From an optimization exercise on the open Yosys and OpenROAD flow, aimed at small area, a short achievable clock period and few clock cycles per item; shortcuts taken in it are not production practice. Only simulation tests tie the RTL to the original design; equivalence was not proved. No activity file was given, so power comes from the tool's default toggle rates.

===== flow/config.mk =====
export PLATFORM = sky130hd
export DESIGN_NAME = conv_top
export DESIGN_NICKNAME = conv_top
export VERILOG_FILES = /design/flow/design.v
export SDC_FILE = /design/flow/constraint.sdc
export NUM_CORES = 4
export LEC_CHECK = 0
export ABC_AREA = 1
export CAP_MARGIN = 20
export CORE_MARGIN = 2
export CORE_UTILIZATION = 60
export CTS_CLUSTER_DIAMETER = 80
export CTS_CLUSTER_SIZE = 24
export SLEW_MARGIN = 20

===== flow/constraint.sdc =====
create_clock -name core_clock -period 11.5 [get_ports {clk}]
set_input_delay 2.3000 -clock core_clock [delete_from_list [all_inputs] [get_ports {clk}]]
set_output_delay 2.3000 -clock core_clock [all_outputs]
set_load 0.01 [all_outputs]

===== flow/design.v =====
`timescale 1ns/1ns
`default_nettype none
module conv_top
(
    input  logic        clk,
    input  logic        rst,
    input  logic        start,
    input  logic [19:0] cfg_weight_base,
    input  logic [19:0] cfg_bias_base,
    input  logic [19:0] cfg_data_base,
    input  logic [19:0] cfg_result_base,
    input  logic [9:0]  cfg_rownum,
    input  logic [9:0]  cfg_columnnum,
    input  logic [9:0]  cfg_filternum,
    input  logic [7:0]  mem_rdata,
    output logic        mem_en,
    output logic        mem_we,
    output logic [19:0] mem_addr,
    output logic [7:0]  mem_wdata,
    output logic        conv_finish
);
    localparam logic [1:0] PH_LOAD  = 2'd0;
    localparam logic [1:0] PH_DATA  = 2'd1;
    localparam logic [1:0] PH_DRAIN = 2'd2;
    logic        busy;
    logic [1:0]  phase;
    logic [3:0]  tapcnt;       
    logic [19:0] wptr;
    logic [19:0] bptr;
    logic [19:0] rptr;
    logic [19:0] db;
    logic [19:0] cp;           
    logic [9:0]  nrows;
    logic [9:0]  ncols;
    logic [9:0]  rowcnt;       
    logic [9:0]  colcnt;       
    logic [9:0]  filtcnt;      
    logic [1:0]  wrow;         
    logic        rfirst;
    logic        cfirst;
    logic        en_q;
    logic        we_q;
    logic [19:0] addr_q;
    logic [7:0]  wdata_q;
    logic [6:0]  tg0, tg1, tg2;
    logic        t3_first, t3_initrow, t3_emit_a, t3_emit_b;
    logic        t4_emit_a, t4_emit_b;
    logic        t5_emit_b;
    logic        write_due;
    logic        rd_data;
    logic        rd_weight;
    logic        rd_bias;
    logic        rlast;
    logic        clast;
    logic        flast;
    logic        rd_first;
    logic        rd_last;
    logic        drained;
    logic [19:0] off;
    logic        off_cin;
    logic [19:0] data_addr;
    logic [19:0] ptr;
    logic [19:0] ptr_inc;
    logic [6:0]  tag_d;
    assign write_due = t4_emit_a || t5_emit_b;
    assign rd_data   = busy && !write_due && (phase == PH_DATA);
    assign rd_weight = busy && !write_due && (phase == PH_LOAD) && (tapcnt != 4'd9);
    assign rd_bias   = busy && !write_due && (phase == PH_LOAD) && (tapcnt == 4'd9);
    assign rlast     = (rowcnt == 10'd1);
    assign clast     = (colcnt == 10'd1);
    assign flast     = (filtcnt == 10'd1);
    assign rd_first  = (wrow == 2'd1);
    assign rd_last   = (wrow == 2'd2) || (wrow == 2'd0 && rlast)
                    || (wrow == 2'd1 && rfirst && rlast);
    assign drained   = (phase == PH_DRAIN) && (tapcnt == 4'd6);
    always_comb
    begin
        case (wrow)
            2'd0:    begin off = ~{10'd0, ncols}; off_cin = 1'b1; end
            2'd2:    begin off =  {10'd0, ncols}; off_cin = 1'b0; end
            default: begin off = 20'd0;           off_cin = !(rfirst && cfirst); end
        endcase
    end
    assign data_addr = cp + off + {19'd0, off_cin};
    assign ptr     = write_due ? rptr : ((tapcnt == 4'd9) ? bptr : wptr);
    assign ptr_inc = ptr + 20'd1;
    always_comb
    begin
        tag_d = 7'd0;
        if (rd_weight || rd_bias)
            tag_d = {1'b1, 2'd3, 4'd0};
        else if (rd_data)
            tag_d = {1'b1, wrow, rd_first, rd_first && cfirst,
                     rd_last && !cfirst, rd_last && clast};
    end
    always_ff @(posedge clk)
    begin
        if (rst)
        begin
            busy        <= 1'b0;
            phase       <= PH_LOAD;
            en_q        <= 1'b0;
            we_q        <= 1'b0;
            tg0         <= 7'd0;
            conv_finish <= 1'b0;
        end
        else
        begin
            tg0         <= tag_d;
            en_q        <= busy && (write_due || phase == PH_LOAD || phase == PH_DATA);
            we_q        <= busy && write_due;
            conv_finish <= busy && drained;
            if (!busy)
            begin
                if (start)
                begin
                    busy  <= 1'b1;
                    phase <= PH_LOAD;
                end
            end
            else if (drained)
                busy <= 1'b0;
            if (rd_bias)
                phase <= PH_DATA;
            if (rd_data && rd_last && clast && rlast)
                phase <= flast ? PH_DRAIN : PH_LOAD;
        end
    end
    always_ff @(posedge clk)
        addr_q <= rd_data ? data_addr : ptr;
    always_ff @(posedge clk)
    begin
        if (!busy)
        begin
            wptr    <= cfg_weight_base;
            bptr    <= cfg_bias_base;
            db      <= cfg_data_base;
            rptr    <= cfg_result_base;
            nrows   <= cfg_rownum;
            ncols   <= cfg_columnnum;
            filtcnt <= cfg_filternum;
            tapcnt  <= 4'd0;
        end
        else
        begin
            if (write_due)
                rptr <= ptr_inc;
            if (rd_weight)
            begin
                wptr   <= ptr_inc;
                tapcnt <= tapcnt + 4'd1;
            end
            if (rd_bias)
            begin
                bptr   <= ptr_inc;
                tapcnt <= 4'd0;
                cp     <= db;
                rowcnt <= nrows;
                colcnt <= ncols;
                rfirst <= 1'b1;
                cfirst <= 1'b1;
                wrow   <= 2'd1;
            end
            if (phase == PH_DRAIN)
                tapcnt <= tapcnt + 4'd1;
            if (rd_data)
            begin
                if (wrow == 2'd1)
                    cp <= data_addr;
                if (!rd_last)
                    wrow <= (wrow == 2'd1 && !rfirst) ? 2'd0 : 2'd2;
                else
                begin
                    wrow   <= 2'd1;
                    cfirst <= 1'b0;
                    colcnt <= colcnt - 10'd1;
                    if (clast)
                    begin
                        colcnt <= ncols;
                        cfirst <= 1'b1;
                        rowcnt <= rowcnt - 10'd1;
                        rfirst <= 1'b0;
                        if (rlast)
                            filtcnt <= filtcnt - 10'd1;
                    end
                end
            end
        end
    end
    assign mem_en    = en_q;
    assign mem_we    = we_q;
    assign mem_addr  = addr_q;
    assign mem_wdata = wdata_q;
    always_ff @(posedge clk)
    begin
        if (rst)
        begin
            tg1       <= 7'd0;
            tg2       <= 7'd0;
            t3_first  <= 1'b0;
            t3_emit_a <= 1'b0;
            t3_emit_b <= 1'b0;
            t4_emit_a <= 1'b0;
            t4_emit_b <= 1'b0;
            t5_emit_b <= 1'b0;
        end
        else
        begin
            tg1       <= tg0;
            tg2       <= tg1;
            t3_first  <= tg2[6] && (tg2[5:4] != 2'd3) && tg2[3];
            t3_emit_a <= tg2[6] && tg2[1];
            t3_emit_b <= tg2[6] && tg2[0];
            t4_emit_a <= t3_emit_a;
            t4_emit_b <= t3_emit_b;
            t5_emit_b <= t4_emit_b;
        end
    end
    always_ff @(posedge clk)
        t3_initrow <= tg2[2];
    function automatic logic [37:0] mac(input logic [18:0] acc_s,
                                        input logic [18:0] acc_c,
                                        input logic [3:0]  one,
                                        input logic [3:0]  two,
                                        input logic [3:0]  neg,
                                        input logic [7:0]  w);
        logic [8:0]      mag;
        logic [3:0][8:0] pp;
        logic [18:0]     r0, r1, r2, r3, rk;
        logic [18:0]     s1, c1, s2, c2, s3, c3, s4, c4, s5, c5;
        for (int k = 0; k < 4; k++)
        begin
            mag   = one[k] ? {w[7], w} : (two[k] ? {w, 1'b0} : 9'd0);
            pp[k] = neg[k] ? ~mag : mag;
        end
        r0 = {10'd0, ~pp[0][8], pp[0][7:0]};
        r1 = { 8'd0, ~pp[1][8], pp[1][7:0], 1'b0, neg[0]};
        r2 = { 6'd0, ~pp[2][8], pp[2][7:0], 1'b0, neg[1], 2'd0};
        r3 = { 4'd0, ~pp[3][8], pp[3][7:0], 1'b0, neg[2], 4'd0};
        rk = 19'h7AB00 | {12'd0, neg[3], 6'd0};
        s1 = r0 ^ r1 ^ r2;
        c1 = ((r0 & r1) | (r0 & r2) | (r1 & r2)) << 1;
        s2 = r3 ^ rk ^ acc_c;
        c2 = ((r3 & rk) | (r3 & acc_c) | (rk & acc_c)) << 1;
        s3 = s1 ^ c1 ^ s2;
        c3 = ((s1 & c1) | (s1 & s2) | (c1 & s2)) << 1;
        s4 = s3 ^ c3 ^ c2;
        c4 = ((s3 & c3) | (s3 & c2) | (c3 & c2)) << 1;
        s5 = s4 ^ c4 ^ acc_s;
        c5 = ((s4 & c4) | (s4 & acc_s) | (c4 & acc_s)) << 1;
        mac = {c5, s5};
    endfunction
    logic [9:0][7:0]    wreg;          
    logic               in_data;
    logic [8:0]         xe;
    logic [3:0]         b_one, b_two, b_neg;
    logic [7:0]         w_a, w_b, w_d;
    logic [18:0]        a_s, a_c, b_s, b_c, d_s, d_c;
    logic [18:0]        src_as, src_ac, src_bs, src_bc, src_ds, src_dc;
    logic [18:0]        bias_x;
    logic [18:0]        a_sum;
    logic [7:0]         sat_a;
    always_ff @(posedge clk)
    begin
        if (tg2[6] && tg2[5:4] == 2'd3)
        begin
            for (int k = 0; k < 9; k++)
                wreg[k] <= wreg[k+1];
            wreg[9] <= mem_rdata;
        end
    end
    assign in_data = tg2[6] && (tg2[5:4] != 2'd3);
    assign xe      = {mem_rdata, 1'b0};
    always_ff @(posedge clk)
    begin
        for (int k = 0; k < 4; k++)
        begin
            b_one[k] <= in_data && (xe[2*k+1] ^ xe[2*k]);
            b_two[k] <= in_data && ((xe[2*k+2] && !xe[2*k+1] && !xe[2*k])
                                 || (!xe[2*k+2] && xe[2*k+1] && xe[2*k]));
            b_neg[k] <= in_data && xe[2*k+2];
        end
        case (tg2[5:4])
            2'd0:    begin w_d <= wreg[0]; w_b <= wreg[1]; w_a <= wreg[2]; end
            2'd1:    begin w_d <= wreg[3]; w_b <= wreg[4]; w_a <= wreg[5]; end
            default: begin w_d <= wreg[6]; w_b <= wreg[7]; w_a <= wreg[8]; end
        endcase
        if (t3_emit_b)
            w_a <= 8'd0;
    end
    assign bias_x = {{11{wreg[9][7]}}, wreg[9]};
    always_comb
    begin
        if (t3_first || t4_emit_b)
        begin
            src_as = b_s;
            src_ac = b_c;
        end
        else
        begin
            src_as = a_s;
            src_ac = a_c;
        end
        if (!t3_first)
        begin
            src_bs = b_s;
            src_bc = b_c;
        end
        else if (t3_initrow)
        begin
            src_bs = bias_x;
            src_bc = 19'd0;
        end
        else
        begin
            src_bs = d_s;
            src_bc = d_c;
        end
        if (t3_first)
        begin
            src_ds = bias_x;
            src_dc = 19'd0;
        end
        else
        begin
            src_ds = d_s;
            src_dc = d_c;
        end
    end
    always_ff @(posedge clk)
    begin
        {a_c, a_s} <= mac(src_as, src_ac, b_one, b_two, b_neg, w_a);
        {b_c, b_s} <= mac(src_bs, src_bc, b_one, b_two, b_neg, w_b);
        {d_c, d_s} <= mac(src_ds, src_dc, b_one, b_two, b_neg, w_d);
    end
    assign a_sum = a_s + a_c;
    assign sat_a = a_sum[18] ? 8'd0 : ((|a_sum[17:11]) ? 8'd127 : {1'b0, a_sum[10:4]});
    always_ff @(posedge clk)
        wdata_q <= sat_a;
endmodule
`default_nettype wire

===== flow/flow/run.sh =====
#!/bin/bash
# The standard layout (the standard.sh, unchanged synthesis and steps),
# with the timing repair aiming at a setup slack of SETUP_SLACK_MARGIN ns
# instead of 0, so that it sizes and buffers the paths for a shorter period,
# and the smallest buffer on the ports (timing repair upsizes those that
# need it). The clock period and every constraint stay the design's.
set -euo pipefail
export SETUP_SLACK_MARGIN=${SETUP_SLACK_MARGIN:-8}
export BUFFER_PORTS_ARGS="-buffer_cell sky130_fd_sc_hd__buf_1"
bash standard.sh > standard.log 2>&1

===== flow/standard.sh =====
#!/bin/bash
# synth_recipe.tcl (not shown) runs the flow's synth.tcl, then flattens the netlist and writes it again
# the make line also repeats each setting of config.mk as NAME=value (left out here)
make -C /OpenROAD-flow-scripts/flow DESIGN_CONFIG=/design/flow/config.mk WORK_HOME=/design/flow/orfs CLKGATE_MAP_FILE= SYNTH_SCRIPT=/design/flow/synth_recipe.tcl "${@:-finish}"

==> results.txt, run 1 <==
Run status
The flow ran to the end and the layout has no timing, DRC or antenna violations.

Final layout
Of the cells placed in the final design, the portion with a size suffix greater than 1 is 0.0631. At the end of the flow, the number of nets in the layout was ~3.5k. For this run, the share of the core covered by cells in the final layout is 0.665.

0 antenna diodes ended up in the layout. The layout overhead on the synthesized area is 8.90%. Leaving out filler cells and counting taps, the final layout contains 3,660.

Worst hold path
The count of cells along the worst hold path is 0. In this run the most critical hold path is launched from tg2[2]. The worst hold path terminates at t3_initrow. The path class of the tightest hold or removal check is reg -> reg.

Yosys
By count the netlist is led by sky130_fd_sc_hd__nand2_1, sky130_fd_sc_hd__inv_1, sky130_fd_sc_hd__o21ai_0, sky130_fd_sc_hd__edfxtp_1, sky130_fd_sc_hd__dfxtp_1. The sequential share of the synthesized area is 0.437. By area the synthesized netlist is led by sky130_fd_sc_hd__edfxtp_1, sky130_fd_sc_hd__dfxtp_1, sky130_fd_sc_hd__nand2_1. The number of warnings reported in the yosys synthesis log is 1.

The number of nets produced by synthesis is approximately 3.3k. Summed over all instances, the cell type with the most area after synthesis is sky130_fd_sc_hd__edfxtp_1. The synthesis-stage register bit count is around 450.

After synthesis the cells add up to roughly 26,000 sq um. The most instantiated flip-flop cell in the synthesis netlist is sky130_fd_sc_hd__edfxtp_1. Yosys instantiated no cell more often than sky130_fd_sc_hd__nand2_1. The async set-reset flop share out of synthesis is 0. The synthesized instance count is between 2k and 3k. The number of enable flip-flop cells after synthesis is approximately 230.

The area fraction of the dominant cell type after synthesis is 0.272. The mean instance size in the synthesized netlist is 8.68 sq um. The distinct cell type count of the synthesized netlist is 48.

Worst setup path
The required time reported for the critical path endpoint is slightly above 9000 ps. The buffer and inverter count on the worst path is 1. The minimum setup slack among reg-to-reg paths is roughly 8000 ps. The cell depth of the worst flop-to-flop path is 11. The worst register-to-register path begins at b_one[2]. The highest net fanout along the worst path is 1. The signal on the critical path passes through buf_1.

The critical path's slowest cell is sky130_fd_sc_hd__dfxtp_1. The worst register-to-register path ends at d_s[9]. The setup path with the least slack is of type reg -> out. The worst setup path is launched from a flop. In this design, the stage delay of the slowest critical-path cell is between 300 and 400 ps. For the worst setup path, the data arrival time is roughly 1200 ps. The category of cells accounting for the largest share of critical-path delay is flip-flops.

STA classifies the critical path endpoint as an output pin.

Clocking
The CTS buffer count is 29. The clock edge transition at the registers on the reported setup and hold paths is about 100 ps. The clock passes through at most 3 buffers.

The clock latency on the worst-skew pair is roughly 620 ps. The root buffer cell chosen for the clock tree is sky130_fd_sc_hd__clkbuf_16. The number of hold buffers added after CTS was 0. Clock tree synthesis found a total of between 400 and 500 sinks.

In this run the number of H-tree levels came out at 1. The clock tree from TritonCTS is built.

Timing
Setup violations remaining at the end of the flow were counted as 0. The fmax is ~0.29 GHz. The clock tree skew after final layout is roughly 26 ps.

The relative slew slack is 0.303. At the pin with the least slew margin, the transition time is between 1000 and 1500 ps. The final worst slack is between 8000 and 9000 ps. Dividing the final minimum period by the clock period gives 0.301. The count of final hold-check violations is 0. The final critical-path required period is between 3000 and 4000 ps. The number of pins exceeding their max-slew limit in the final report was 0. After routing, the total negative slack on setup checks comes to 0 ps. Setup repair after global routing could not meet its margin everywhere.

Routing
In the routed design, unresolved DRC markers number 0. The count of TritonRoute iterations in the first routing pass is 5. The routed length per instance is roughly 18 microns. The count of antenna-violating nets left after detailed routing is 0. The mean number of vias per cell is between 5 and 6. The starting DRC count in detailed routing is 1,626. The number of vias after detailed routing is between 20k and 25k. The post-detailed-routing wire length is 65,000 microns.

Placement
The setup slack after placement is about 7200 ps. The number of placed instances, taps included is ~3.6k. Routability-driven placement finished with a final weighted congestion of 0.961. The detailed-placement wirelength estimate is 46,700 microns. Port buffering added 150 buffers.

Floorplan
Pin placement for this block handled ~150 I/O pins. The total area inside the core boundary comes to 42,200 sq um. The die covers 44,700 sq um. The site row count is 75. From left edge to right edge, the die measures 211 microns. The initial standard-cell utilization of the core is 0.611. The die extent in y is around 210 microns.

GRT
The via count of the first global-routing pass was 19.6k. For this run, the total global-route usage over all layers was measured as 0.291. The first global-routing pass estimated 102,000 microns of wire. Entering global routing, the biggest net connects between 100 and 150 pins.

The final global-route overflow total is 0. The number of antenna violations at the first check in global routing is 0.

Power and ir drop
The leakage power figure is between 0.01 and 0.015 uW. The sum of internal, switching and leakage power is around 4700 uW. The power density of the placed cells is approximately 170 nW/um^2. IR analysis of the VDD net gives a maximum drop of 0.137 mV.

Run
Max-cap violations in this run came to 0.
-- state kept, by name (all words and copies together), names as in the netlist, 10 cells and up --
signal / flops
wreg: 80
addr_q: 20
bptr: 20
cp: 20
db: 20
rptr: 20
wptr: 20
a_s: 19
b_s: 19
d_s: 19
a_c: 18
b_c: 18
d_c: 18
colcnt: 10
filtcnt: 10
ncols: 10
nrows: 10
rowcnt: 10
-- layout by cell type (no fill, tap or decap), drive strengths merged --
cell type / instances
a22oi: 18
and2: 2
a21oi: 71
o21bai: 6
o21a: 2
clkinvlp: 26
nor3: 21
xor2: 129
fa: 116
o22ai: 14
buf: 183
o31ai: 2
nand3b: 4
edfxtp: 234
o21ai: 336
nor3b: 4
inv: 474
mux2: 3
clkbuf: 40
xnor2: 24
nor4: 4
a31oi: 8
o211ai: 4
clkinv: 5
a21o: 2
nand4: 9
mux2i: 6
a21boi: 1
conb: 1
nand3: 140
ha: 122
a211oi: 4
dfxtp: 212
nand2: 698
a22o: 3
or2: 19
nor2: 174
-- metal layers --
metal | up-vias | track usage | wire length (microns)
met5 | - | 0 | 0
met4 | 0 | 0.125 | 3250
met3 | 168 | 0.0381 | 4050
met2 | 705 | 0.494 | 30800
met1 | 9515 | 0.376 | 26900
li1 | 9762 | - | -
-- timing repair --
item / 4_1_cts / 5_1_grt
pin swaps: 0 / 1
hold endpoints to repair: 0 / 0
setup buffers: 4 / 11
setup endpoints to repair: 124 / 82
cloned: 12 / 4
resized for setup: 32 / 35
-- stage by stage --
step	hold slack [ps]	area [sq um]
after CTS	326	27900
final	314	28100
after detailed placement	314	26800
after floorplan	310	25800
after global placement	314	26800
after global routing	321	28100
-- final cells by class --
| class | count | area [sq um] |
|---|---|---|
| clock buffers | 37 | 766 |
| clock inverters | 17 | 216 |
| fillers | 3589 | 14100 |
| inverters | 473 | 1830 |
| multi-input cells | 1947 | 12400 |
| flip-flops and latches | 446 | 11300 |
| well taps | 539 | 674 |
| repair buffers | 186 | 846 |
| repair inverters | 15 | 108 |
-- power breakdown --
group          total [uW]  internal (uW)  switching (uW)
Combinational        1510            579             931
Sequential           2100           1970             131
Clock                1130            512             622
Total                4740           3060            1680
-- cells by family (layout without fill, tap and decap cells) --
kind of cell	after synthesis	count (layout)	share of synthesized area
AND/OR/NAND/NOR	1074	1075	0.175
AO/OA/AOI/OAI	471	471	0.0967
other	1	1	0.000145
flip-flops	446	446	0.437
buffers and inverters	581	728	0.0868
multiplexers	9	9	0.00364
XOR/XNOR	153	153	0.0519
adder cells (fa/ha/maj)	238	238	0.149
-- worst reg2reg max path, delay by kind of cell, from the launching register on --
kind | cells | cell delay (ps)
buffers and inverters | 4 | 480
AO/OA/AOI/OAI | 2 | 260
flip-flops | 1 | 400
adder cells (fa/ha/maj) | 4 | 1940
XOR/XNOR | 1 | 200
-- how the worst max path moves through the flow --
| stage | startpoint | to | slack, ps | cells past startpoint |
|---|---|---|---|---|
| after floorplan | b_neg[2] | b_s[5] | 8070 | 10 |
| after global placement | t5_emit_b | filtcnt[5] | 7340 | 11 |
| after detailed placement | t5_emit_b | filtcnt[7] | 7250 | 11 |
| after CTS | t5_emit_b | filtcnt[9] | 7910 | 11 |
| after global routing | b_two[1] | d_s[7] | 7980 | 11 |
| final | en_q | mem_en | 8040 | 1 |
Testbench counts, summed over its fixed seeds: cycles 42,564, results 10,859.
==> run 2: changes to the inputs <==
--- a/flow/config.mk
+++ b/flow/config.mk
@@ -5,10 +5,9 @@
 export SDC_FILE = /design/flow/constraint.sdc
 export NUM_CORES = 4
 export LEC_CHECK = 0
-export ABC_AREA = 1
 export CAP_MARGIN = 20
 export CORE_MARGIN = 2
-export CORE_UTILIZATION = 60
+export CORE_UTILIZATION = 40
 export CTS_CLUSTER_DIAMETER = 80
 export CTS_CLUSTER_SIZE = 24
 export SLEW_MARGIN = 20
==> results.txt, run 2 <==
Yosys
The area fraction of the dominant cell type after synthesis is 0.285 (+0.0128). The number of nets produced by synthesis is 2,680 (-20%). The distinct cell type count of the synthesized netlist is 78 (+63%). Yosys instantiated no cell more often than sky130_fd_sc_hd__edfxtp_1. The post-synth design cell area is 24,600 sq um (-4.5%). The async set-reset flop share out of synthesis is 0 (unchanged). The mean instance size in the synthesized netlist is 10.6 sq um (+22%). The number of warnings reported in the yosys synthesis log is 1 (unchanged). By count the netlist is led by sky130_fd_sc_hd__edfxtp_1, sky130_fd_sc_hd__dfxtp_1, sky130_fd_sc_hd__inv_1, sky130_fd_sc_hd__nand2_1, sky130_fd_sc_hd__nor2_1. The synthesized instance count is 2,321 (-22%).

The synthesis-stage register bit count is 446 (unchanged). The most instantiated flip-flop cell in the synthesis netlist is sky130_fd_sc_hd__edfxtp_1. By area the synthesized netlist is led by sky130_fd_sc_hd__edfxtp_1, sky130_fd_sc_hd__dfxtp_1, sky130_fd_sc_hd__fa_1.

The number of enable flip-flop cells after synthesis came to 234 (unchanged). Of all cell types, the one taking the most synthesized area is sky130_fd_sc_hd__edfxtp_1. The sequential share of the synthesized area is 0.457 (+0.0205).

Timing
The count of final hold-check violations is 0 (unchanged). The transition time at the pin with the least slew margin came to 1090 ps (+48.6 ps). The setup TNS is 0 ps (unchanged). The number of pins exceeding their max-slew limit in the final report is 0 (unchanged). The final critical-path required period is 3440 ps (-14.5 ps). The relative slew slack is 0.270 (-0.0325).

The count of final setup violators was 0 (unchanged). The clock tree skew after final layout is 32.9 ps (+6.95 ps). The ratio of final minimum period to clock period is 0.299 (-0.00126). Setup repair after global routing left no endpoint under its margin. The fmax is 0.290 GHz (+0.42%).

Final layout
The post-layout net count is 2,778 (-20%). The library cell used most frequently in the layout, excluding fill and tap cells, is sky130_fd_sc_hd__edfxtp_1. The final cell count without fillers is 3,224 (-12%). Leaving out fill and tap cells, the most frequent cells in the layout are sky130_fd_sc_hd__edfxtp_1, sky130_fd_sc_hd__dfxtp_1, sky130_fd_sc_hd__inv_1. The fraction of final layout cells with drive strength greater than 1 is 0.0803 (+0.0171). The flip-flop count of the largest register, all copies and words added was 80 (unchanged). The layout overhead on the synthesized area is 10.5%. The total inserted antenna cells came to 0 (unchanged). wreg holds more flip-flops than any other register.

Routing
The starting DRC count in detailed routing was 1,098 (-32%). The post-detailed-route DRC marker count came to 0 (unchanged). The mean number of vias per cell is 5.33 (-3.2%).

The routed length per instance was 18.1 microns (+1.7%). The post-detailed-routing wire length came to 58,300 microns (-10%). The count of TritonRoute iterations in the first routing pass is 5 (unchanged). The count of antenna-violating nets left after detailed routing is 0 (unchanged).

The number of vias after detailed routing is 17.2k (-15%).

Floorplan
The width of the die is 252 microns (+19%). The standard cell core area is 60,600 sq um (+43%). The die outline area is 63,600 sq um (+42%). The number of top-level pins is 152 (unchanged).

The die extent in y came to 252 microns (+19%). The site row count is 90 (+20%). The initial standard-cell utilization of the core is 0.407 (-0.204).

Placement
The detailed-placement wirelength estimate is 40,700 microns (-13%). The last weighted congestion value of the routability-driven placer is 0.871 (-9.4%). The number of placed instances, taps included was 3,146 (-12%). The number of port buffers came to 150 (unchanged).

Power and ir drop
The power density of the placed cells is 162 nW/um^2 (-3.8%). The worst ir drop on vdd is 0.124 mV (-9.6%). The leakage power figure is 0.0109 uW (-16%).

Worst hold path
The min-delay analysis places its worst path in the category reg -> reg. The count of cells along the worst hold path came to 0 (unchanged). The beginning of the worst hold path is tg2[2]. The capture endpoint of the worst hold path is t3_initrow.

Worst setup path
The highest net fanout along the worst path is 1 (unchanged). On the critical path, the stage with the largest delay is an instance of sky130_fd_sc_hd__dfxtp_2. The startpoint class of the critical path is a flop. The source of the worst register-to-register timing path is b_one[1]. The worst register-to-register path ends at b_s[8]. STA classifies the critical path endpoint as an output pin.

The category of cells accounting for the largest share of critical-path delay is flip-flops. The cell depth of the worst flop-to-flop path is 11 (unchanged). The signal on the critical path passes through buf_1. The buffer and inverter count on the worst path is 1 (unchanged).

The required time reported for the critical path endpoint is 9200 ps (about the same). The minimum setup slack among reg-to-reg paths was 8130 ps (+40 ps). The worst stage delay on the critical path is 370 ps (about the same). The data arrival time at the worst-slack endpoint is 1140 ps (-20 ps). The worst setup path is of the reg -> out kind.

Clocking
The root buffer cell is sky130_fd_sc_hd__clkbuf_16. The clock edge transition at the registers on the reported setup and hold paths is 100 ps (about the same). The CTS buffer count is 29 (unchanged). The depth of the CTS H-tree came to 1 (unchanged). The maximum clock insertion buffer count is 3 (unchanged). The clock latency on the worst-skew pair came to 620 ps (about the same).

The number of clock sinks seen by CTS is 446 (unchanged). The clock tree from TritonCTS is built.

GRT
The largest net degree at the start of global routing is 81 (-27%). The final global-route overflow total is 0 (unchanged). The global router's overall resource usage is 0.181 (-0.110). The number of antenna violations at the first check in global routing was 5 (+5).

The via count of the first global-routing pass was 17.9k (-8.9%). The global-route wire length before repair is 93,400 microns (-8.5%).

Run
The number of max-cap violations is 0 (unchanged).

Run status
The flow ran to the end and the layout has no timing, DRC or antenna violations.
[run 2: changes by cell type after synthesis, moves of 34 or more]
cell / change
sky130_fd_sc_hd__mux2i_1: +57
sky130_fd_sc_hd__nand2_1: -502
sky130_fd_sc_hd__xnor2_1: +79
sky130_fd_sc_hd__a22oi_1: +53
sky130_fd_sc_hd__xor2_1: -63
sky130_fd_sc_hd__mux2_2: +42
sky130_fd_sc_hd__inv_1: -263
sky130_fd_sc_hd__o21ai_0: -200
sky130_fd_sc_hd__nand3_1: -105
sky130_fd_sc_hd__and3_1: +34
sky130_fd_sc_hd__a21oi_1: +55
sky130_fd_sc_hd__nor2b_1: +39
[run 2: worst max path at each step]
| stage | cells past startpoint | endpoint | slack (ps) | from |
|---|---|---|---|---|
| after floorplan | 9 | a_s[5] | 8010 | b_neg[2] |
| after global placement | 8 | b_s[5] | 7500 | t3_first |
| after detailed placement | 10 | b_s[5] | 7470 | b_one[0] |
| after CTS | 11 | a_s[5] | 7980 | b_one[2] |
| after global routing | 11 | cp[18] | 7980 | wrow[1] |
| final | 1 | mem_addr[2] | 8060 | addr_q[2] |
[run 2: area by class of cell]
class	count	area, sq um
Multi-Input combinational cell	1541	12200
Timing Repair inverter	1	5.00
Clock buffer	37	756
Timing Repair Buffer	198	1050
Tap cell	782	978
Inverter	202	767
Clock inverter	17	221
Fill cell	5740	33300
Sequential cell	446	11300
[run 2: metal layers]
layer / vias up / routed length (microns) / GRT usage
met5: - / 55 / 0
met4: 10 / 1490 / 0.0445
met3: 116 / 2960 / 0.0263
met2: 420 / 28000 / 0.316
met1: 8396 / 25800 / 0.237
li1: 8232 / - / -
[run 2: where the power goes]
part           switching [uW]  total [uW]  internal [uW]
sequential                152        2110           1950
combinational             658        1190            535
clock                     619        1120            505
[run 2: cell families (layout without fill, tap and decap cells)]
kind of cell,count (synthesis),after routing,share of synthesized area
buf+inv,335,455,0.0537
compound gates,468,468,0.120
mux,108,108,0.0462
simple gates,556,557,0.107
other cells,1,1,0.000152
fa+ha+maj,238,238,0.156
xor+xnor,169,169,0.0601
flops,446,446,0.457
[run 2: metrics by stage]
| step | instance area [sq um] | power (uW) | util | hold WS, ps | setup slack (ps) |
|---|---|---|---|---|---|
| 6_report | 27200 | 4420 | 0.450 | 337 | 8060 |
| 5_1_grt | 27200 | 4760 | 0.450 | 353 | 7980 |
| 4_1_cts | 26900 | 4480 | 0.444 | 338 | 7980 |
| 3_5_place_dp | 25800 | 3340 | 0.426 | 316 | 7470 |
| 3_3_place_gp | 25800 | 3270 | 0.426 | 312 | 7500 |
| 2_1_floorplan | 24600 | 3010 | - | 310 | 8010 |
[run 2: timing repair]
item / 4_1_cts / 5_1_grt
buffers inserted: 5 / 13
endpoints found under the hold margin: 0 / 0
pin swaps: 1 / 5
endpoints found under the setup margin: 118 / 72
cloned: 1 / 3
gates resized for setup: 15 / 29
hold buffers: 0 / 0
==> run 3: changes to the inputs <==
--- a/flow/design.v
+++ b/flow/design.v
@@ -42,7 +42,9 @@
     logic        we_q;
     logic [19:0] addr_q;
     logic [7:0]  wdata_q;
-    logic [6:0]  tg0, tg1, tg2;
+    logic        tv0, tv1, tv2;
+    logic [2:0]  tp0, tp1, tp2;
+    logic [1:0]  te0, te1, te2;
     logic        t3_first, t3_initrow, t3_emit_a, t3_emit_b;
     logic        t4_emit_a, t4_emit_b;
     logic        t5_emit_b;
@@ -61,7 +63,7 @@
     logic [19:0] data_addr;
     logic [19:0] ptr;
     logic [19:0] ptr_inc;
-    logic [6:0]  tag_d;
+    logic [5:0]  tag_d;
     assign write_due = t4_emit_a || t5_emit_b;
     assign rd_data   = busy && !write_due && (phase == PH_DATA);
     assign rd_weight = busy && !write_due && (phase == PH_LOAD) && (tapcnt != 4'd9);
@@ -86,11 +88,11 @@
     assign ptr_inc = ptr + 20'd1;
     always_comb
     begin
-        tag_d = 7'd0;
+        tag_d = 6'd0;
         if (rd_weight || rd_bias)
-            tag_d = {1'b1, 2'd3, 4'd0};
+            tag_d = {1'b1, 2'd3, 3'd0};
         else if (rd_data)
-            tag_d = {1'b1, wrow, rd_first, rd_first && cfirst,
+            tag_d = {1'b1, wrow, rd_first && cfirst,
                      rd_last && !cfirst, rd_last && clast};
     end
     always_ff @(posedge clk)
@@ -101,12 +103,14 @@
             phase       <= PH_LOAD;
             en_q        <= 1'b0;
             we_q        <= 1'b0;
-            tg0         <= 7'd0;
+            tv0         <= 1'b0;
+            te0         <= 2'd0;
             conv_finish <= 1'b0;
         end
         else
         begin
-            tg0         <= tag_d;
+            tv0         <= tag_d[5];
+            te0         <= tag_d[1:0];
             en_q        <= busy && (write_due || phase == PH_LOAD || phase == PH_DATA);
             we_q        <= busy && write_due;
             conv_finish <= busy && drained;
@@ -195,8 +199,10 @@
     begin
         if (rst)
         begin
-            tg1       <= 7'd0;
-            tg2       <= 7'd0;
+            tv1       <= 1'b0;
+            te1       <= 2'd0;
+            tv2       <= 1'b0;
+            te2       <= 2'd0;
             t3_first  <= 1'b0;
             t3_emit_a <= 1'b0;
             t3_emit_b <= 1'b0;
@@ -206,18 +212,25 @@
         end
         else
         begin
-            tg1       <= tg0;
-            tg2       <= tg1;
-            t3_first  <= tg2[6] && (tg2[5:4] != 2'd3) && tg2[3];
-            t3_emit_a <= tg2[6] && tg2[1];
-            t3_emit_b <= tg2[6] && tg2[0];
+            tv1       <= tv0;
+            te1       <= te0;
+            tv2       <= tv1;
+            te2       <= te1;
+            t3_first  <= tv2 && (tp2[2:1] == 2'd1);
+            t3_emit_a <= tv2 && te2[1];
+            t3_emit_b <= tv2 && te2[0];
             t4_emit_a <= t3_emit_a;
             t4_emit_b <= t3_emit_b;
             t5_emit_b <= t4_emit_b;
         end
     end
     always_ff @(posedge clk)
-        t3_initrow <= tg2[2];
+    begin
+        tp0        <= tag_d[4:2];
+        tp1        <= tp0;
+        tp2        <= tp1;
+        t3_initrow <= tp2[0];
+    end
     function automatic logic [37:0] mac(input logic [18:0] acc_s,
                                         input logic [18:0] acc_c,
                                         input logic [3:0]  one,
@@ -262,14 +275,14 @@
     logic [7:0]         sat_a;
     always_ff @(posedge clk)
     begin
-        if (tg2[6] && tg2[5:4] == 2'd3)
+        if (tv2 && tp2[2:1] == 2'd3)
         begin
             for (int k = 0; k < 9; k++)
                 wreg[k] <= wreg[k+1];
             wreg[9] <= mem_rdata;
         end
     end
-    assign in_data = tg2[6] && (tg2[5:4] != 2'd3);
+    assign in_data = tv2 && (tp2[2:1] != 2'd3);
     assign xe      = {mem_rdata, 1'b0};
     always_ff @(posedge clk)
     begin
@@ -280,7 +293,7 @@
                                  || (!xe[2*k+2] && xe[2*k+1] && xe[2*k]));
             b_neg[k] <= in_data && xe[2*k+2];
         end
-        case (tg2[5:4])
+        case (tp2[2:1])
             2'd0:    begin w_d <= wreg[0]; w_b <= wreg[1]; w_a <= wreg[2]; end
             2'd1:    begin w_d <= wreg[3]; w_b <= wreg[4]; w_a <= wreg[5]; end
             default: begin w_d <= wreg[6]; w_b <= wreg[7]; w_a <= wreg[8]; end
--- a/flow/config.mk
+++ b/flow/config.mk
@@ -7,7 +7,7 @@
 export LEC_CHECK = 0
 export CAP_MARGIN = 20
 export CORE_MARGIN = 2
-export CORE_UTILIZATION = 40
+export CORE_UTILIZATION = 60
 export CTS_CLUSTER_DIAMETER = 80
 export CTS_CLUSTER_SIZE = 24
 export SLEW_MARGIN = 20
==> results.txt, run 3 <==
Run status
The run finished with no timing, DRC or antenna violations.

Floorplan
The die outline area was 42,100 sq um (-34%). The die extent in y came to 205 microns (-19%). The standard cell core area is 39,800 sq um (-34%). The initial standard-cell utilization of the core was 0.610 (+0.204).

The site row count came to 73 (-19%). The number of top-level pins is 152 (unchanged). The width of the die is 205 microns (-19%).

Clocking
The maximum clock insertion buffer count is 3 (unchanged). The cts-stage hold buffer count was 0 (unchanged). CTS placed an instance of sky130_fd_sc_hd__clkbuf_16 at the clock tree root. The clock tree from TritonCTS is built. The depth of the CTS H-tree is 1 (unchanged). The clock latency on the worst-skew pair was 600 ps (-20 ps). The number of clock sinks seen by CTS is 443 (-0.67%).

The clock edge transition at the registers on the reported setup and hold paths is 100 ps (about the same). The CTS buffer count is 26 (-10%).

Final layout
The footprint of the flip-flops and latches was 11,200 sq um (-0.54%). The register with the highest flop count is wreg. The post-layout net count came to 2,697 (-2.9%). The fraction of final layout cells with drive strength greater than 1 came to 0.0763 (-0.00393). The design area is 26,300 sq um (-3.3%). The final cell count without fillers is 2,883 (-11%).

The multi-input gate area in the final layout is 11,900 sq um (-2.1%). The layout overhead on the synthesized area is 8.41%. The total inserted antenna cells came to 0 (unchanged). The flip-flop count of the largest register, all copies and words added was 80 (unchanged). The number of filler instances in the final layout is 3,227 (-44%). The library cell used most frequently in the layout, excluding fill and tap cells, is sky130_fd_sc_hd__edfxtp_1. In the layout the commonest cells are sky130_fd_sc_hd__edfxtp_1, sky130_fd_sc_hd__dfxtp_1, sky130_fd_sc_hd__nand2_1. The post-layout utilization of the core is 0.662 (+0.212).

Yosys
The post-synth design cell area is 24,300 sq um (-1.4%). The fraction of the mapped netlist area in adder cells came to 0.158 (+0.00218). The most frequently used cell type in the post-synthesis netlist is sky130_fd_sc_hd__edfxtp_1. The parity-gate share of the synthesized area counting xor and xnor cells came to 0.0700 (+0.00990). By area, the combinational part of the netlist is dominated by adder cells. The synthesized instance count was 2,250 (-3.1%). The mux contribution to synthesized area is 0.0551 (+0.00893).

The mean instance size in the synthesized netlist was 10.8 sq um (+1.7%). In the post-synthesis netlist, the biggest area contributors are sky130_fd_sc_hd__edfxtp_1, sky130_fd_sc_hd__dfxtp_1, sky130_fd_sc_hd__fa_1. Among all flip-flop cells after synthesis, the most frequent one is sky130_fd_sc_hd__edfxtp_1. The synthesis-stage register bit count came to 443 (-0.67%). Sorting the synthesized cells by how often they occur yields sky130_fd_sc_hd__edfxtp_1, sky130_fd_sc_hd__dfxtp_1, sky130_fd_sc_hd__nand2_1, sky130_fd_sc_hd__inv_1, sky130_fd_sc_hd__a21oi_1. The sequential share of the synthesized area came to 0.461 (+0.00391). The post-synthesis simple-gate area fraction is 0.0947 (-0.0118). The number of warnings reported in the yosys synthesis log is 1 (unchanged).

The area fraction in compound gates after synthesis is 0.108 (-0.0115). The async set-reset flop share out of synthesis is 0 (unchanged). The area fraction of the dominant cell type after synthesis was 0.289 (+0.00398). The number of nets produced by synthesis is 2,609 (-2.6%). The number of enable flip-flop cells after synthesis is 234 (unchanged). The distinct cell type count of the synthesized netlist came to 77 (-1.3%). The post-synthesis cell type with the largest combined area is sky130_fd_sc_hd__edfxtp_1.

Worst setup path
The data arrival time at the worst-slack endpoint was 1150 ps (about the same). The worst stage delay on the critical path is 390 ps (+20 ps). The most critical setup path has its startpoint at addr_q[0]. The startpoint identified for the worst register-to-register timing path is b_one[2]. The highest net fanout along the worst path was 1 (unchanged). The worst setup path is captured at an output pin. The signal on the critical path passes through buf_1. The buffer and inverter count on the worst path is 1 (unchanged). The critical path is of the reg -> out type. The required time reported for the critical path endpoint is 9200 ps (about the same). Among cell families on the critical path, the largest total delay comes from flip-flops.

The minimum setup slack among reg-to-reg paths is 8140 ps (about the same). The startpoint class of the critical path is a flop. The critical path's slowest cell is sky130_fd_sc_hd__dfxtp_1.

Timing
Setup repair after global routing could not meet its margin everywhere. The ratio of final minimum period to clock period came to 0.300 (+0.000331). The relative slew slack is 0.318 (+0.0476). The count of final hold-check violations is 0 (unchanged). The final critical-path required period is 3450 ps (+3.81 ps). The transition time at the pin with the least slew margin came to 1020 ps (-71.2 ps). The setup TNS was 0 ps (unchanged).

The count of final setup violators was 0 (unchanged). The final worst slack was 8050 ps (-3.81 ps). The clock tree skew after final layout is 30.0 ps (-2.86 ps). The number of pins exceeding their max-slew limit in the final report came to 0 (unchanged). The fmax is 0.290 GHz (-0.11%).

Placement
The setup slack after placement is 7000 ps (-472 ps). The detailed-placement wirelength estimate is 38,800 microns (-4.5%). The number of port buffers is 150 (unchanged).

The last weighted congestion value of the routability-driven placer is 0.813 (-6.7%). The cell area after placement came to 25,200 sq um (-2.5%). The number of placed instances, taps included is 2,821 (-10%).

Routing
The number of vias after detailed routing is 16.2k (-5.5%). The post-detailed-route DRC marker count was 0 (unchanged). The mean number of vias per cell is 5.63 (+5.7%). The routed length per instance is 18.7 microns (+3.3%).

The count of TritonRoute iterations in the first routing pass is 5 (unchanged). The count of antenna-violating nets left after detailed routing is 0 (unchanged). The post-detailed-routing wire length came to 53,800 microns (-7.6%). The starting DRC count in detailed routing was 1,037 (-5.6%).

Worst hold path
The startpoint identified for the worst hold timing path is tp0[2]. The worst min-delay path category is reg -> reg.

GRT
The largest net degree at the start of global routing was 87 (+7.4%). The number of antenna violations at the first check in global routing was 1 (-4). The final global-route overflow total is 0 (unchanged).

The global-route wire length before repair is 86,000 microns (-8.0%). The via count of the first global-routing pass is 16.4k (-8.2%). The global router's overall resource usage is 0.259 (+0.0781).

Power and ir drop
The leakage power figure is 0.0109 uW (about the same). The power density of the placed cells is 167 nW/um^2 (+3.1%). The worst ir drop on vdd came to 0.130 mV (+4.7%).

Run
The number of max-cap violations came to 0 (unchanged).
run 3: final timing paths:
path,depth (start not counted),endpoint
min,0,tp1[2]
max reg2reg,11,b_s[5]
min reg2reg,0,tp1[2]
max,1,mem_addr[0]
run 3: area by class of cell:
cell class / count / area share
clock buffer: 38 / 0.0292
timing repair buffer: 190 / 0.0353
multi-input combinational: 1486 / 0.452
inverter: 191 / 0.0274
tap: 525 / 0.0249
clock inverter: 10 / 0.00484
sequential: 443 / 0.426
run 3: routing by layer:
metal  wire length [microns]  global-route usage  up-vias
met5                      11                   0        -
met4                    1190              0.0609        2
met3                    1990              0.0268       82
met2                   27100               0.460      328
met1                   23600               0.343     7944
li1                        -                   -     7879
run 3: metrics by stage:
stage               total power (uW)  hold WS, ps
finish                          4410          334
global route                    4720          339
CTS                             4450          337
detailed placement              3400          314
global placement                3320          312
floorplan                       3040          310
run 3: cell families after synthesis:
family / Yosys count
adder cells (fa/ha/maj): 238
AND/OR/NAND/NOR: 492
other: 1
flip-flops: 443
AO/OA/AOI/OAI: 439
multiplexers: 127
buffers and inverters: 321
XOR/XNOR: 189
run 3: what timing repair did:
action / 4_1_cts / 5_1_grt
pin swaps: 0 / 6
setup buffers: 7 / 7
endpoints found under the setup margin: 121 / 75
gates resized for setup: 14 / 21
run 3: power breakdown:
part	switching (uW)	internal, uW	total [uW]
logic	692	537	1230
clock network	569	487	1060
registers	173	1950	2130
total	1430	2980	4410
Testbench counts of run 3, summed over its fixed seeds: cycles 42,564, results 10,859.
==> run 4: changes to the inputs <==
--- a/flow/flow/run.sh
+++ b/flow/flow/run.sh
@@ -7,4 +7,5 @@
 set -euo pipefail
 export SETUP_SLACK_MARGIN=${SETUP_SLACK_MARGIN:-8}
 export BUFFER_PORTS_ARGS="-buffer_cell sky130_fd_sc_hd__buf_1"
+export CTS_ARGS="-sink_clustering_enable -sink_clustering_size 24 -sink_clustering_max_diameter 80 -distance_between_buffers 400 -repair_clock_nets"
 bash standard.sh > standard.log 2>&1
==> results.txt, run 4 <==
Timing
The post-route worst hold slack is 334 ps (unchanged). The transition time at the pin with the least slew margin is 1020 ps (unchanged). The final critical-path required period came to 3450 ps (unchanged). The relative slew slack is 0.318 (unchanged). The fmax is 0.290 GHz (unchanged). The setup TNS is 0 ps (unchanged). The ratio of final minimum period to clock period came to 0.300 (unchanged).

Setup repair after global routing could not meet its margin everywhere. The count of final setup violators is 0 (unchanged). The number of pins exceeding their max-slew limit in the final report was 0 (unchanged).

The clock tree skew after final layout is 30.0 ps (unchanged). The count of final hold-check violations is 0 (unchanged).

Routing
The number of vias after detailed routing was 16.2k (unchanged). The count of antenna-violating nets left after detailed routing is 0 (unchanged). The routed length per instance is 18.7 microns (unchanged). The post-detailed-routing wire length is 53,800 microns (unchanged).

The starting DRC count in detailed routing is 1,037 (unchanged). The mean number of vias per cell is 5.63 (unchanged). The post-detailed-route DRC marker count came to 0 (unchanged).

The count of TritonRoute iterations in the first routing pass is 5 (unchanged).

Placement
The detailed-placement wirelength estimate was 38,800 microns (unchanged). The last weighted congestion value of the routability-driven placer is 0.813 (unchanged). The cell area after placement is 25,200 sq um (unchanged). The number of placed instances, taps included is 2,821 (unchanged). The number of port buffers is 150 (unchanged).

GRT
The global router's overall resource usage is 0.259 (unchanged). The via count of the first global-routing pass was 16.4k (unchanged). The global-route wire length before repair is 86,000 microns (unchanged).

The largest net degree at the start of global routing came to 87 (unchanged). The final global-route overflow total was 0 (unchanged). The number of antenna violations at the first check in global routing was 1 (unchanged).

Yosys
By area, the combinational part of the netlist is dominated by adder cells. The mux contribution to synthesized area came to 0.0551 (unchanged). The synthesis-stage register bit count is 443 (unchanged).

The async set-reset flop share out of synthesis is 0 (unchanged). The most common cell in the synthesized netlist is sky130_fd_sc_hd__edfxtp_1. The number of nets produced by synthesis is 2,609 (unchanged). The number of enable flip-flop cells after synthesis is 234 (unchanged). Summed over all instances, the cell type with the most area after synthesis is sky130_fd_sc_hd__edfxtp_1.

Counting instances in the post-synthesis netlist gives the leading cell types as sky130_fd_sc_hd__edfxtp_1, sky130_fd_sc_hd__dfxtp_1, sky130_fd_sc_hd__nand2_1, sky130_fd_sc_hd__inv_1, sky130_fd_sc_hd__a21oi_1. The fraction of the mapped netlist area in adder cells was 0.158 (unchanged). The synthesized instance count is 2,250 (unchanged). In the post-synthesis netlist, the biggest area contributors are sky130_fd_sc_hd__edfxtp_1, sky130_fd_sc_hd__dfxtp_1, sky130_fd_sc_hd__fa_1. The post-synthesis simple-gate area fraction is 0.0947 (unchanged). The distinct cell type count of the synthesized netlist came to 77 (unchanged). The number of warnings reported in the yosys synthesis log was 1 (unchanged). The area fraction in compound gates after synthesis was 0.108 (unchanged). The mean instance size in the synthesized netlist came to 10.8 sq um (unchanged). The parity-gate share of the synthesized area counting xor and xnor cells is 0.0700 (unchanged). The area fraction of the dominant cell type after synthesis is 0.289 (unchanged). The sequential share of the synthesized area is 0.461 (unchanged). The post-synth design cell area is 24,300 sq um (unchanged).

The most instantiated flip-flop cell in the synthesis netlist is sky130_fd_sc_hd__edfxtp_1.

Clocking
The clock edge transition at the registers on the reported setup and hold paths is 100 ps (about the same). The number of clock sinks seen by CTS is 443 (unchanged). The maximum clock insertion buffer count is 3 (unchanged). The CTS buffer count is 26 (unchanged). The depth of the CTS H-tree is 1 (unchanged). The root buffer cell is sky130_fd_sc_hd__clkbuf_16. The clock latency on the worst-skew pair is 600 ps (about the same).

TritonCTS built the clock tree.

Final layout
The library cell used most frequently in the layout, excluding fill and tap cells, is sky130_fd_sc_hd__edfxtp_1. The top cell types in the final layout, fill and taps aside, are sky130_fd_sc_hd__edfxtp_1, sky130_fd_sc_hd__dfxtp_1, sky130_fd_sc_hd__nand2_1. The post-layout net count was 2,697 (unchanged). The layout overhead on the synthesized area came to 8.41% (unchanged). The flip-flop count of the largest register, all copies and words added was 80 (unchanged). The total inserted antenna cells is 0 (unchanged). The footprint of the flip-flops and latches is 11,200 sq um (unchanged). The fraction of final layout cells with drive strength greater than 1 is 0.0763 (unchanged). The final cell count without fillers is 2,883 (unchanged).

The multi-input gate area in the final layout was 11,900 sq um (unchanged). The design area is 26,300 sq um (unchanged). The number of filler instances in the final layout is 3,227 (unchanged). The register with the most flip-flops in the final layout is wreg.

Worst setup path
The buffer and inverter count on the worst path is 1 (unchanged). The worst setup path is captured at an output pin. The highest net fanout along the worst path was 1 (unchanged). STA classifies the critical path startpoint as a flop. The data arrival time at the worst-slack endpoint is 1150 ps (about the same).

The critical path's slowest cell is sky130_fd_sc_hd__dfxtp_1. The required time reported for the critical path endpoint is 9200 ps (about the same). The critical path goes through buf_1. The setup path with the least slack is of type reg -> out. The worst stage delay on the critical path is 390 ps (about the same). The category of cells accounting for the largest share of critical-path delay is flip-flops.

Worst hold path
The worst min-delay path category is reg -> reg.

Run status
The flow ran to the end and the layout has no timing, DRC or antenna violations.

Power and ir drop
The worst ir drop on vdd is 0.130 mV (unchanged). The power density of the placed cells is 167 nW/um^2 (unchanged). The leakage power figure came to 0.0109 uW (unchanged). The sum of internal, switching and leakage power came to 4410 uW (unchanged).

Floorplan
The die outline area is 42,100 sq um (unchanged). The width of the die was 205 microns (unchanged). The initial standard-cell utilization of the core came to 0.610 (unchanged). The site row count is 73 (unchanged).

The number of top-level pins is 152 (unchanged). The die extent in y was 205 microns (unchanged). The standard cell core area is 39,800 sq um (unchanged).

Run
The number of max-cap violations is 0 (unchanged).
-- run 4: cell counts after synthesis --
No cell type changed its count.
-- run 4: kinds of logic after synthesis --
kind of cell             after synthesis
buffers and inverters                321
adder cells (fa/ha/maj)              238
flip-flops                           443
XOR/XNOR                             189
AO/OA/AOI/OAI                        439
other                                  1
multiplexers                         127
AND/OR/NAND/NOR                      492
-- run 4: path summary, 6_finish.rpt --
kind	end	cells after the start	slack (ps)	start
worst min-delay path	tp1[2]	0	330	tp0[2]
worst min register to register	tp1[2]	0	330	tp0[2]
worst max register to register	b_s[5]	11	8140	b_one[2]
worst max-delay path	mem_addr[0]	1	8050	addr_q[0]
-- run 4: metrics by stage --
step	utilization	setup WS [ps]
finish	0.662	8050
floorplan	-	8010
global route	0.662	7910
detailed placement	0.633	7000
global placement	0.633	7050
CTS	0.658	7980
-- run 4: power breakdown --
part | switching, uW | internal [uW] | total [uW] | leakage [uW]
combinational | 692 | 537 | 1230 | 0.00648
sequential | 173 | 1950 | 2130 | 0.00400
clock | 569 | 487 | 1060 | 0.000433
-- run 4: cell type report --
| cell class | count | share of cell area |
|---|---|---|
| multi-input combinational | 1486 | 0.452 |
| sequential | 443 | 0.426 |
| timing repair buffer | 190 | 0.0353 |
| clock buffer | 38 | 0.0292 |
| inverter | 191 | 0.0274 |
| tap | 525 | 0.0249 |
| clock inverter | 10 | 0.00484 |
-- run 4: timing repair --
item                       4_1_cts  5_1_grt
pin swaps                        0        6
buffers inserted                 7        7
cloned                           0        0
setup endpoints to repair      121       75
hold buffers                     0        0
gates resized for setup         14       21
-- run 4: per-layer routing --
layer  vias up  track usage  part of all wire
met5         -            0           0.00020
met4         2       0.0609             0.022
met3        82       0.0268             0.037
met2       328        0.460              0.50
met1      7944        0.343              0.44
li1       7879            -                 -
==> run 5: changes to the inputs <==
--- a/flow/flow/run.sh
+++ b/flow/flow/run.sh
@@ -7,5 +7,5 @@
 set -euo pipefail
 export SETUP_SLACK_MARGIN=${SETUP_SLACK_MARGIN:-8}
 export BUFFER_PORTS_ARGS="-buffer_cell sky130_fd_sc_hd__buf_1"
-export CTS_ARGS="-sink_clustering_enable -sink_clustering_size 24 -sink_clustering_max_diameter 80 -distance_between_buffers 400 -repair_clock_nets"
+export CTS_ARGS="-sink_clustering_enable -sink_clustering_size 24 -sink_clustering_max_diameter 80 -sink_clustering_levels 1 -repair_clock_nets"
 bash standard.sh > standard.log 2>&1
==> results.txt, run 5 <==
Timing
Setup repair after global routing could not meet its margin everywhere. The count of final setup violators was 0 (unchanged). The ratio of final minimum period to clock period is 0.300 (unchanged). The setup TNS is 0 ps (unchanged). The relative slew slack is 0.318 (unchanged). The count of final hold-check violations is 0 (unchanged).

The transition time at the pin with the least slew margin came to 1020 ps (unchanged). The clock tree skew after final layout is 30.0 ps (unchanged). The number of pins exceeding their max-slew limit in the final report was 0 (unchanged). The final critical-path required period is 3450 ps (unchanged). The fmax is 0.290 GHz (unchanged).

Power and ir drop
The leakage power figure is 0.0109 uW (unchanged). The switching power of the nets is 1430 uW (unchanged). The portion of total power attributed to sequential cells is 0.482 (about the same).

The switching part of the total was 0.325 (unchanged). The share of total power in combinational logic was 0.279 (about the same). The sum of internal, switching and leakage power is 4410 uW (unchanged). The power density of the placed cells is 167 nW/um^2 (unchanged). The worst ir drop on vdd was 0.130 mV (unchanged). The cell-internal power was 2980 uW (unchanged). The clock group share of total power is 0.239 (about the same).

Final layout
The fraction of final layout cells with drive strength greater than 1 is 0.0763 (unchanged). The layout overhead on the synthesized area is 8.41% (unchanged). The most common cell after layout, fill and taps aside is sky130_fd_sc_hd__edfxtp_1. The number of filler instances in the final layout came to 3,227 (unchanged). The flip-flop count of the largest register, all copies and words added was 80 (unchanged). The total inserted antenna cells is 0 (unchanged). The post-layout net count was 2,697 (unchanged).

In the layout the commonest cells are sky130_fd_sc_hd__edfxtp_1, sky130_fd_sc_hd__dfxtp_1, sky130_fd_sc_hd__nand2_1. Counting flops per register, the top entry is wreg.

Worst setup path
The data arrival time at the worst-slack endpoint is 1150 ps (about the same). The highest net fanout along the worst path was 1 (unchanged). The class of the most critical setup path is reg -> out.

The kind of cell with the highest combined delay along the critical path is flip-flops. STA classifies the critical path startpoint as a flop. The kind of end point of the critical path is an output pin. The signal on the critical path passes through buf_1. The buffer and inverter count on the worst path is 1 (unchanged). The largest individual stage delay along the critical path comes from the cell sky130_fd_sc_hd__dfxtp_1.

The required time reported for the critical path endpoint is 9200 ps (about the same). The worst stage delay on the critical path is 390 ps (about the same).

GRT
The global-route wire length before repair came to 86,000 microns (unchanged). The global router's overall resource usage is 0.259 (unchanged). The via count of the first global-routing pass is 16.4k (unchanged).

The final global-route overflow total is 0 (unchanged). The number of antenna violations at the first check in global routing is 1 (unchanged). The largest net degree at the start of global routing is 87 (unchanged).

Clocking
The depth of the CTS H-tree came to 1 (unchanged). The cts-stage hold buffer count is 0 (unchanged). The clock latency on the worst-skew pair was 600 ps (about the same). The CTS buffer count is 26 (unchanged). The clock tree from TritonCTS is built. The number of clock sinks seen by CTS is 443 (unchanged). The root buffer cell is sky130_fd_sc_hd__clkbuf_16. The maximum clock insertion buffer count is 3 (unchanged). The clock edge transition at the registers on the reported setup and hold paths is 100 ps (about the same).

Yosys
The synthesized instance count is 2,250 (unchanged). The sequential share of the synthesized area was 0.461 (unchanged). The number of nets produced by synthesis was 2,609 (unchanged). The number of warnings reported in the yosys synthesis log came to 1 (unchanged). The synthesis-stage register bit count is 443 (unchanged). The most frequently used cell type in the post-synthesis netlist is sky130_fd_sc_hd__edfxtp_1.

The mean instance size in the synthesized netlist is 10.8 sq um (unchanged). The area fraction of the dominant cell type after synthesis is 0.289 (unchanged). The largest total area in the synthesized netlist belongs to sky130_fd_sc_hd__edfxtp_1.

The post-synth design cell area is 24,300 sq um (unchanged). In the synthesized netlist, the cells that appear most often are sky130_fd_sc_hd__edfxtp_1, sky130_fd_sc_hd__dfxtp_1, sky130_fd_sc_hd__nand2_1, sky130_fd_sc_hd__inv_1, sky130_fd_sc_hd__a21oi_1. In the post-synthesis netlist, the biggest area contributors are sky130_fd_sc_hd__edfxtp_1, sky130_fd_sc_hd__dfxtp_1, sky130_fd_sc_hd__fa_1. The distinct cell type count of the synthesized netlist was 77 (unchanged). The number of enable flip-flop cells after synthesis is 234 (unchanged). The async set-reset flop share out of synthesis is 0 (unchanged).

The most instantiated flip-flop cell in the synthesis netlist is sky130_fd_sc_hd__edfxtp_1.

Routing
The post-detailed-route DRC marker count came to 0 (unchanged). The post-detailed-routing wire length is 53,800 microns (unchanged). The count of antenna-violating nets left after detailed routing is 0 (unchanged).

The routed length per instance is 18.7 microns (unchanged). The number of vias after detailed routing is 16.2k (unchanged). The mean number of vias per cell is 5.63 (unchanged).

The count of TritonRoute iterations in the first routing pass is 5 (unchanged). The starting DRC count in detailed routing is 1,037 (unchanged).

Placement
The number of port buffers is 150 (unchanged). The last weighted congestion value of the routability-driven placer is 0.813 (unchanged). The detailed-placement wirelength estimate is 38,800 microns (unchanged).

Run status
The flow ran to the end and the layout has no timing, DRC or antenna violations.

Run
The number of max-cap violations is 0 (unchanged).

Floorplan
The site row count came to 73 (unchanged). The standard cell core area is 39,800 sq um (unchanged). The die outline area is 42,100 sq um (unchanged). The width of the die is 205 microns (unchanged).

The number of top-level pins was 152 (unchanged). The initial standard-cell utilization of the core is 0.610 (unchanged). The die extent in y is 205 microns (unchanged).

Worst hold path
The min-delay analysis places its worst path in the category reg -> reg.
-- run 5: worst paths after layout --
check,cells past startpoint,startpoint,endpoint,slack (ps)
worst max register to register,11,b_one[2],b_s[5],8140
worst max-delay path,1,addr_q[0],mem_addr[0],8050
worst min register to register,0,tp0[2],tp1[2],330
worst min-delay path,0,tp0[2],tp1[2],330
-- run 5: logic make-up (layout without fill, tap and decap cells) --
logic type               Yosys count  after routing  synth area share
AND/OR/NAND/NOR                  492            492            0.0947
flip-flops                       443            443             0.461
XOR/XNOR                         189            189            0.0700
adder cells (fa/ha/maj)          238            238             0.158
other                              1              1          0.000154
multiplexers                     127            127            0.0551
AO/OA/AOI/OAI                    439            439             0.108
buffers and inverters            321            429            0.0520
-- run 5: through the flow --
step	utilization	hold slack (ps)	cell area [sq um]	std cells	setup WS, ps
4_1_cts	0.658	337	26200	2876	7980
2_1_floorplan	-	310	24300	2250	8010
3_3_place_gp	0.633	312	25200	2821	7050
6_report	0.662	334	26300	2883	8050
5_1_grt	0.662	339	26300	2883	7910
3_5_place_dp	0.633	314	25200	2821	7000
-- run 5: what timing repair did --
| action | CTS | global route |
|---|---|---|
| setup buffers | 7 | 7 |
| gates cloned | 0 | 0 |
| resized for setup | 14 | 21 |
| endpoints found under the hold margin | 0 | 0 |
| pin swaps | 0 | 6 |
| endpoints found under the setup margin | 121 | 75 |
-- run 5: cell type report --
cell class / instances / area, sq um / share of cell area
Clock buffer: 38 / 768 / 0.0292
Clock inverter: 10 / 128 / 0.00484
Inverter: 191 / 722 / 0.0274
Multi-Input combinational cell: 1486 / 11900 / 0.452
Sequential cell: 443 / 11200 / 0.426
Tap cell: 525 / 657 / 0.0249
Timing Repair Buffer: 190 / 930 / 0.0353
-- run 5: routing by layer --
layer  global-route usage  wire length [microns]  vias to the layer above
met5                    0                     11                        -
met4               0.0609                   1190                        2
met3               0.0268                   1990                       82
met2                0.460                  27100                      328
met1                0.343                  23600                     7944
li1                     -                      -                     7879
-- run 5: power groups by stage --
stage               clock, uW  combinational [uW]  sequential (uW)
floorplan                   0                 951             2090
global placement            0                1160             2160
detailed placement          0                1240             2160
CTS                      1080                1250             2130
global route             1130                1440             2160
finish                   1060                1230             2130
==> run 6: changes to the inputs <==
==> flow/flow/run.sh (replaced) <==
#!/bin/bash
# The standard layout (the standard.sh, unchanged synthesis and steps),
# with the timing repair aiming at a setup slack of SETUP_SLACK_MARGIN ns
# instead of 0, so that it sizes and buffers the paths for a shorter period,
# and the smallest buffer on the ports (timing repair upsizes those that
# need it). The clock period and every constraint stay the design's.
set -euo pipefail
export SETUP_SLACK_MARGIN=${SETUP_SLACK_MARGIN:-8.15}
export BUFFER_PORTS_ARGS="-buffer_cell sky130_fd_sc_hd__buf_1"
bash standard.sh > standard.log 2>&1
==> results.txt, run 6 <==
Run status
The flow ran to the end and the layout has no timing, DRC or antenna violations.

GRT
The global-route wire length before repair is 86,600 microns (+0.69%). The met2 capacity usage during global routing is 0.465 (+0.00446). The number of antenna violations at the first check in global routing is 1 (unchanged).

The global router's overall resource usage is 0.260 (+0.000919). The most utilized layer in the global route result is met2. The final global-route overflow total is 0 (unchanged). The global-route met3 utilization is 0.0318 (+0.00507). The largest net degree at the start of global routing is 88 (+1.1%).

The met1 demand-to-capacity share in global routing is 0.339 (-0.00440). The via count of the first global-routing pass was 16.9k (+2.7%).

Timing
The clock tree skew after final layout is 22.2 ps (-7.81 ps). The setup TNS came to 0 ps (unchanged). The count of final hold-check violations is 0 (unchanged). The final critical-path required period is 3380 ps (-68.5 ps). The fmax is 0.296 GHz (+2.0%). The post-route worst hold slack is 334 ps (-0.214 ps). The final worst slack was 8120 ps (+68.5 ps). The transition time at the pin with the least slew margin is 1120 ps (+99.8 ps). The number of pins exceeding their max-slew limit in the final report was 0 (unchanged). The count of final setup violators came to 0 (unchanged). Setup repair after global routing could not meet its margin everywhere.

The ratio of final minimum period to clock period is 0.294 (-0.00596). The relative slew slack is 0.253 (-0.0649).

Clocking
The maximum clock insertion buffer count is 3 (unchanged). The number of clock sinks seen by CTS is 443 (unchanged). The clock edge transition at the registers on the reported setup and hold paths is 100 ps (about the same). The clock tree from TritonCTS is built. The root buffer cell is sky130_fd_sc_hd__clkbuf_16. The depth of the CTS H-tree is 1 (unchanged). The clock latency on the worst-skew pair is 590 ps (about the same). The cts-stage hold buffer count is 0 (unchanged). The CTS buffer count was 27 (+3.8%).

Routing
The count of TritonRoute iterations in the first routing pass is 5 (unchanged). The routed length per instance is 18.9 microns (+1.3%). The count of antenna-violating nets left after detailed routing is 0 (unchanged). The post-detailed-routing wire length came to 55,300 microns (+2.7%). The mean number of vias per cell was 5.66 (+0.56%). The starting DRC count in detailed routing is 1,014 (-2.2%). The number of vias after detailed routing is 16.6k (+2.0%). The post-detailed-route DRC marker count was 0 (unchanged).

Worst setup path
The data arrival time at the worst-slack endpoint is 1080 ps (-70 ps). Among all stages on the critical path, the largest delay is contributed by sky130_fd_sc_hd__dfxtp_2. The startpoint class of the critical path is a flop. The required time reported for the critical path endpoint is 9200 ps (about the same). Grouping stages by cell kind, the critical path spends the most delay in flip-flops. The class of the most critical setup path is reg -> out. Traced cell by cell, the critical path runs through buf_6.

The worst stage delay on the critical path is 380 ps (about the same). The highest net fanout along the worst path is 1 (unchanged). The worst setup path is captured at an output pin. The buffer and inverter count on the worst path is 1 (unchanged).

Yosys
The most instantiated flip-flop cell in the synthesis netlist is sky130_fd_sc_hd__edfxtp_1. The mean instance size in the synthesized netlist came to 10.8 sq um (unchanged). The async set-reset flop share out of synthesis is 0 (unchanged). sky130_fd_sc_hd__edfxtp_1 is the most common cell in the netlist. The number of enable flip-flop cells after synthesis came to 234 (unchanged). The area fraction of the dominant cell type after synthesis is 0.289 (unchanged).

The number of nets produced by synthesis is 2,609 (unchanged). The synthesized instance count is 2,250 (unchanged). The post-synthesis cell type with the largest combined area is sky130_fd_sc_hd__edfxtp_1. The post-synth design cell area is 24,300 sq um (unchanged). The sequential share of the synthesized area is 0.461 (unchanged). The synthesis-stage register bit count is 443 (unchanged). By area the synthesized netlist is led by sky130_fd_sc_hd__edfxtp_1, sky130_fd_sc_hd__dfxtp_1, sky130_fd_sc_hd__fa_1. The commonest cells after synthesis are sky130_fd_sc_hd__edfxtp_1, sky130_fd_sc_hd__dfxtp_1, sky130_fd_sc_hd__nand2_1, sky130_fd_sc_hd__inv_1, sky130_fd_sc_hd__a21oi_1.

The distinct cell type count of the synthesized netlist is 77 (unchanged). The number of warnings reported in the yosys synthesis log is 1 (unchanged).

Floorplan
The site row count is 73 (unchanged). The standard cell core area was 39,800 sq um (unchanged). The width of the die was 205 microns (unchanged). The number of top-level pins was 152 (unchanged). The die outline area is 42,100 sq um (unchanged). The die extent in y came to 205 microns (unchanged).

The initial standard-cell utilization of the core is 0.610 (unchanged).

Power and ir drop
The worst ir drop on vdd is 0.132 mV (+2.1%). The leakage power figure is 0.0113 uW (+3.5%). The power density of the placed cells is 164 nW/um^2 (-2.0%).

Final layout
The flip-flop count of the largest register, all copies and words added is 80 (unchanged). The register with the highest flop count is wreg. The fraction of final layout cells with drive strength greater than 1 is 0.120 (+0.0441). Leaving out fill and tap cells, the most frequent cells in the layout are sky130_fd_sc_hd__edfxtp_1, sky130_fd_sc_hd__nand2_1, sky130_fd_sc_hd__inv_1. The post-layout net count is 2,737 (+1.5%). The layout overhead on the synthesized area is 11.3%. The most common cell after layout, fill and taps aside is sky130_fd_sc_hd__edfxtp_1. The number of filler instances in the final layout is 3,131 (-3.0%). The design area came to 27,000 sq um (+2.7%).

Run
The number of max-cap violations is 0 (unchanged).

Worst hold path
The worst hold path belongs to the class reg -> reg.

Placement
The number of port buffers came to 150 (unchanged). The cell area after placement is 25,200 sq um (+0.12%). The detailed-placement wirelength estimate was 38,600 microns (-0.73%). The setup slack after placement is 7770 ps (+773 ps). The last weighted congestion value of the routability-driven placer is 0.872 (+7.3%).
-- run 6: worst paths after layout --
| check | startpoint | to | slack, ps | depth (start not counted) |
|---|---|---|---|---|
| setup / recovery | addr_q[4] | mem_addr[4] | 8120 | 1 |
| hold / removal | tp0[2] | tp1[2] | 330 | 0 |
| setup reg to reg | b_one[0] | a_s[5] | 8200 | 12 |
| hold reg to reg | tp0[2] | tp1[2] | 330 | 0 |
-- run 6: logic make-up after synthesis --
| group | after synthesis | share of synthesized area |
|---|---|---|
| AND/OR/NAND/NOR | 492 | 0.0947 |
| flip-flops | 443 | 0.461 |
| AO/OA/AOI/OAI | 439 | 0.108 |
| buffers and inverters | 321 | 0.0520 |
| adder cells (fa/ha/maj) | 238 | 0.158 |
| XOR/XNOR | 189 | 0.0700 |
| multiplexers | 127 | 0.0551 |
| other | 1 | 0.000154 |
-- run 6: per-stage QoR --
| stage | util | total power (uW) | std cells |
|---|---|---|---|
| final | 0.679 | 4440 | 2925 |
| after global routing | 0.679 | 4760 | 2924 |
| after CTS | 0.663 | 4470 | 2880 |
| after detailed placement | 0.634 | 3400 | 2824 |
| after global placement | 0.633 | 3320 | 2823 |
| after floorplan | - | 3040 | 2250 |
-- run 6: final cells by class --
cell class	instances	area (sq um)	share of cell area
clock inverters	15	173	0.00638
repair inverters	1	5.00	0.000185
diodes	1	2.50	0.0000925
inverters	191	721	0.0266
well taps	525	657	0.0243
repair buffers	228	1570	0.0579
clock buffers	35	706	0.0261
flip-flops and latches	443	11300	0.417
multi-input cells	1486	11900	0.442
-- run 6: repair_timing --
action,in CTS,in global routing
endpoints found under the setup margin,128,102
cloned,0,7
pin swaps,0,17
gates resized for setup,93,58
buffers inserted,6,37
-- run 6: per-layer routing --
layer | up-vias | part of all wire
li1 | 7964 | -
met2 | 388 | 0.50
met3 | 81 | 0.046
met4 | 0 | 0.022
met1 | 8131 | 0.43
met5 | - | 0
-- run 6: report_power, final --
group	internal [uW]	switching [uW]	leakage [uW]
Clock	466	581	0.000429
Sequential	1960	175	0.00400
Combinational	565	694	0.00686
Total	2990	1450	0.0113
